Source: an optimization exercise on an open RTL-to-GDS flow (aim: small area). Production flows keep margins and buffers that such runs may drop.
In this exercise RTL edits were held to simulation tests only and were not proved equivalent to the original.
Power is estimated from default activity; no workload was simulated.

==> inputs of trial 96 <==
==> flow/design.v <==
package avalon_pkg;
    typedef logic [32-1:0] bus_word_t;
    typedef logic [31:0] bus_addr_t;           
    typedef logic [16-1:0] burst_cnt_t;  
    localparam int BYTES_PER_WORD = 32 / 8;
endpackage
package dma_pkg;
    typedef struct packed {
        logic [31:0] control;
        logic [31:0] pkt_begin;      
        logic [31:0] pkt_end;        
        logic [31:0] write_address;  
    } wr_desc_t;
    localparam int CTRL_IRQ_EN = 0;
    typedef enum logic [1:0] {
        st_idle,
        st_run,   
        st_done   
    } wr_state_t;
endpackage
module dma_write_top (
    input  logic                   clk,
    input  logic                   reset,
    input  logic                   desc_push,
    input  logic [31:0]            desc_control,
    input  logic [31:0]            desc_pkt_begin,
    input  logic [31:0]            desc_pkt_end,
    input  logic [31:0]            desc_write_address,
    output logic                   desc_full,
    input  logic                   data_push,
    input  avalon_pkg::bus_word_t  data_in,
    output logic                   data_full,
    output avalon_pkg::bus_addr_t  avm_address,
    output avalon_pkg::bus_word_t  avm_writedata,
    output logic                   avm_write,
    output avalon_pkg::burst_cnt_t avm_burstcount,
    input  logic                   avm_waitrequest,
    output logic                   busy,
    output logic                   done_irq,
    output logic [15:0]            xfer_count,
    output logic [15:0]            drop_count
);
    localparam int DW = 41;  
    logic [8:0]  wdiff;
    logic [22:0] carry;
    logic        len_ok;
    logic [7:0]  wcnt;
    assign wdiff    = {1'b0, desc_pkt_end[9:2]} - {1'b0, desc_pkt_begin[9:2]};
    assign carry[0] = wdiff[8];
    for (genvar i = 0; i < 22; i++) begin : g_carry
        assign carry[i+1] = carry[i] & desc_pkt_begin[10+i];
    end
    assign len_ok = (desc_pkt_end[1:0] == 2'b00) && (desc_pkt_begin[1:0] == 2'b00)
                 && ((desc_pkt_end[31:10] ^ desc_pkt_begin[31:10]) == carry[21:0]) && !carry[22];
    assign wcnt   = len_ok ? wdiff[7:0] : 8'd0;  
    logic [DW-1:0] dmem [4];
    logic [2:0]    didx;
    logic          dempty, dpush, dpop;
    logic [DW-1:0] dq;  
    assign desc_full = (didx == 3'd3);
    assign dempty    = didx[2];
    assign dpush     = desc_push && !desc_full;
    logic [31:0] mem [16];
    logic [4:0]  idx;
    logic        empty, push, pop;
    logic [31:0] pend_data;
    assign data_full = (idx == 5'd15);
    assign empty     = idx[4];
    assign push      = data_push && !data_full;
    typedef enum logic [1:0] {s_idle, s_check, s_run, s_done} state_t;
    state_t      state;
    logic [7:0]  fetch_left;  
    logic        hold_valid, pend, accept, move, ok, last;
    logic [31:0] hold_data;
    assign ok     = (dq[39:32] != 8'd0);
    assign dpop   = (state == s_idle) && !dempty;
    assign accept = hold_valid && !avm_waitrequest;
    assign move   = pend && (!hold_valid || accept);
    assign pop    = (state == s_run) && (fetch_left != 8'd0)
                 && !empty && (!pend || move);
    assign last   = (fetch_left == 8'd0) && !pend;
    logic [15:0] cnt_inc;
    assign cnt_inc = (state[1] ? xfer_count : drop_count) + 16'd1;
    assign busy           = state[1];
    assign done_irq       = (state == s_done) && dq[40];
    assign avm_address    = dq[31:0];
    assign avm_burstcount = {8'd0, dq[39:32]};
    assign avm_write      = hold_valid;
    assign avm_writedata  = hold_data;
    always_ff @(posedge clk) begin
        if (!reset) begin
            didx       <= '1;
            idx        <= '1;
            state      <= s_idle;
            hold_valid <= 1'b0;
            pend       <= 1'b0;
            xfer_count <= '0;
            drop_count <= '0;
        end else begin
            case ({dpush, dpop})
                2'b10:   didx <= didx + 1'b1;
                2'b01:   didx <= didx - 1'b1;
                default: ;
            endcase
            case ({push, pop})
                2'b10:   idx <= idx + 1'b1;
                2'b01:   idx <= idx - 1'b1;
                default: ;
            endcase
            case (state)
                s_idle:  if (dpop) state <= s_check;
                s_check: begin
                    if (ok) state <= s_run;
                    else begin
                        state      <= s_idle;
                        drop_count <= cnt_inc;
                    end
                end
                s_run:   if (accept && last) state <= s_done;
                s_done:  begin
                    state      <= s_idle;
                    xfer_count <= cnt_inc;
                end
            endcase
            if (move)        hold_valid <= 1'b1;
            else if (accept) hold_valid <= 1'b0;
            if (pop)         pend <= 1'b1;
            else if (move)   pend <= 1'b0;
        end
    end
    logic [31:0] rdata;
    always_comb begin
        rdata = '0;
        for (int i = 0; i < 16; i++) rdata = rdata | (mem[i] & {32{idx[3:0] == 4'(i)}});
    end
    logic [DW-1:0] drdata;
    always_comb begin
        drdata = '0;
        for (int i = 0; i < 4; i++) drdata = drdata | (dmem[i] & {DW{didx[1:0] == 2'(i)}});
    end
    always_ff @(posedge clk) begin
        if (state == s_check)    fetch_left <= dq[39:32];
        else if (pop)            fetch_left <= fetch_left - 1'b1;
        if (dpush) begin
            dmem[0] <= {desc_control[0], wcnt, desc_write_address};
            for (int i = 1; i < 4; i++) dmem[i] <= dmem[i-1];
        end
        if (dpop)  dq <= drdata;
        if (push) begin
            mem[0] <= data_in;
            for (int i = 1; i < 16; i++) mem[i] <= mem[i-1];
        end
        if (pop)   pend_data <= rdata;
        if (move)  hold_data <= pend_data;
    end
endmodule
==> flow/flow/run.sh <==
#!/bin/bash
# The standard layout, with the port buffers made of the smallest buffer cell instead of
# the resizer's default pick (clkdlybuf4s50_1).
set -uo pipefail
bash standard.sh "BUFFER_PORTS_ARGS=-buffer_cell sky130_fd_sc_hd__buf_1" REMOVE_ABC_BUFFERS=1 finish > standard_flow.log 2>&1
status=$?
tail -40 standard_flow.log
exit $status
==> flow/standard.sh <==
#!/bin/bash
# synth_recipe.tcl (not shown) runs the flow's synth.tcl, then flattens the netlist and writes it again
# the make line also repeats each setting of config.mk as NAME=value (left out here)
make -C /OpenROAD-flow-scripts/flow DESIGN_CONFIG=/design/flow/config.mk WORK_HOME=/design/flow/orfs CLKGATE_MAP_FILE= SYNTH_SCRIPT=/design/flow/synth_recipe.tcl "${@:-finish}"
==> flow/config.mk <==
export PLATFORM = sky130hd
export DESIGN_NAME = dma_write_top
export DESIGN_NICKNAME = dma_write_top
export VERILOG_FILES = /design/flow/design.v
export SDC_FILE = /design/flow/constraint.sdc
export NUM_CORES = 4
export LEC_CHECK = 0
export CAP_MARGIN = 20
export CORE_MARGIN = 2
export CORE_UTILIZATION = 70
export CTS_BUF_LIST = sky130_fd_sc_hd__clkbuf_8
export CTS_CLUSTER_DIAMETER = 50
export CTS_CLUSTER_SIZE = 20
export PLACE_DENSITY = 0.78
export SLEW_MARGIN = 20
==> flow/constraint.sdc <==
create_clock -name core_clock -period 5.0 [get_ports {clk}]
set_input_delay 1.0000 -clock core_clock [delete_from_list [all_inputs] [get_ports {clk}]]
set_output_delay 1.0000 -clock core_clock [all_outputs]
set_load 0.01 [all_outputs]
==> build 72: changes against trial 96 <==
--- a/flow/design.v
+++ b/flow/design.v
@@ -79,8 +79,6 @@
     assign pop    = (state == s_run) && (fetch_left != 8'd0)
                  && !empty && (!pend || move);
     assign last   = (fetch_left == 8'd0) && !pend;
-    logic [15:0] cnt_inc;
-    assign cnt_inc = (state[1] ? xfer_count : drop_count) + 16'd1;
     assign busy           = state[1];
     assign done_irq       = (state == s_done) && dq[40];
     assign avm_address    = dq[31:0];
@@ -113,13 +111,13 @@
                     if (ok) state <= s_run;
                     else begin
                         state      <= s_idle;
-                        drop_count <= cnt_inc;
+                        drop_count <= drop_count + 16'd1;
                     end
                 end
                 s_run:   if (accept && last) state <= s_done;
                 s_done:  begin
                     state      <= s_idle;
-                    xfer_count <= cnt_inc;
+                    xfer_count <= xfer_count + 16'd1;
                 end
             endcase
             if (move)        hold_valid <= 1'b1;
CORE_UTILIZATION = 78   (was 70)
CTS_CLUSTER_DIAMETER = 70   (was 50)
CTS_CLUSTER_SIZE = 18   (was 20)
PLACE_DENSITY = 0.86   (was 0.78)
==> summary.txt <==
In critical path depth, build 72 and trial 96 do not differ. In build 72 the synthesized cell count is smaller than in trial 96, by about 1.5%. Against build 72, the final cell count of trial 96 is higher by about 3.7%. Combinational power is about the same in trial 96 and build 72. In build 72 the sequential share of layout area is higher than in trial 96, by 0.89 points. Between build 72 and trial 96, the lower synthesized area is in build 72 (gap 0.42%, measured against trial 96). Between build 72 and trial 96, the lower core utilization is in trial 96 (gap 8.0 points). Non-clock buffer count: trial 96 is lower than build 72 (9).

separate check: timing with driven ports:
No port has a modelled driver above. Below, the same layouts with a new extraction and two added sets of constraints.
Step 1 (the two cells are an assumption about what drives the block):
set clk [get_ports {clk}]
set_driving_cell -lib_cell sky130_fd_sc_hd__clkbuf_16 $clk
set_driving_cell -lib_cell sky130_fd_sc_hd__buf_2 [delete_from_list [all_inputs] $clk]
Step 2 adds t to the input delays and takes it off the output delays; t is the mean of the earliest and latest rising clock arrival at the registers after step 1. Input paths then give back, and output paths get back, about the clock's delay inside the block.
Three values: ideal ports, drivers, drivers and shift; two values: the first two.
| run | t (ns) | setup slack, ns | worst setup path after step 2 |
|---|---|---|---|
| trial 96 | 0.742 | 1.434 / 1.457 / 0.716 | input to register |
| build 72 | 0.716 | 1.355 / 1.386 / 0.669 | input to register |
After both steps setup and hold are still met in every run listed. For trial 96, which loses most, drivers alone change the setup slack by +0.023 ns; drivers and shift together by -0.718 ns.
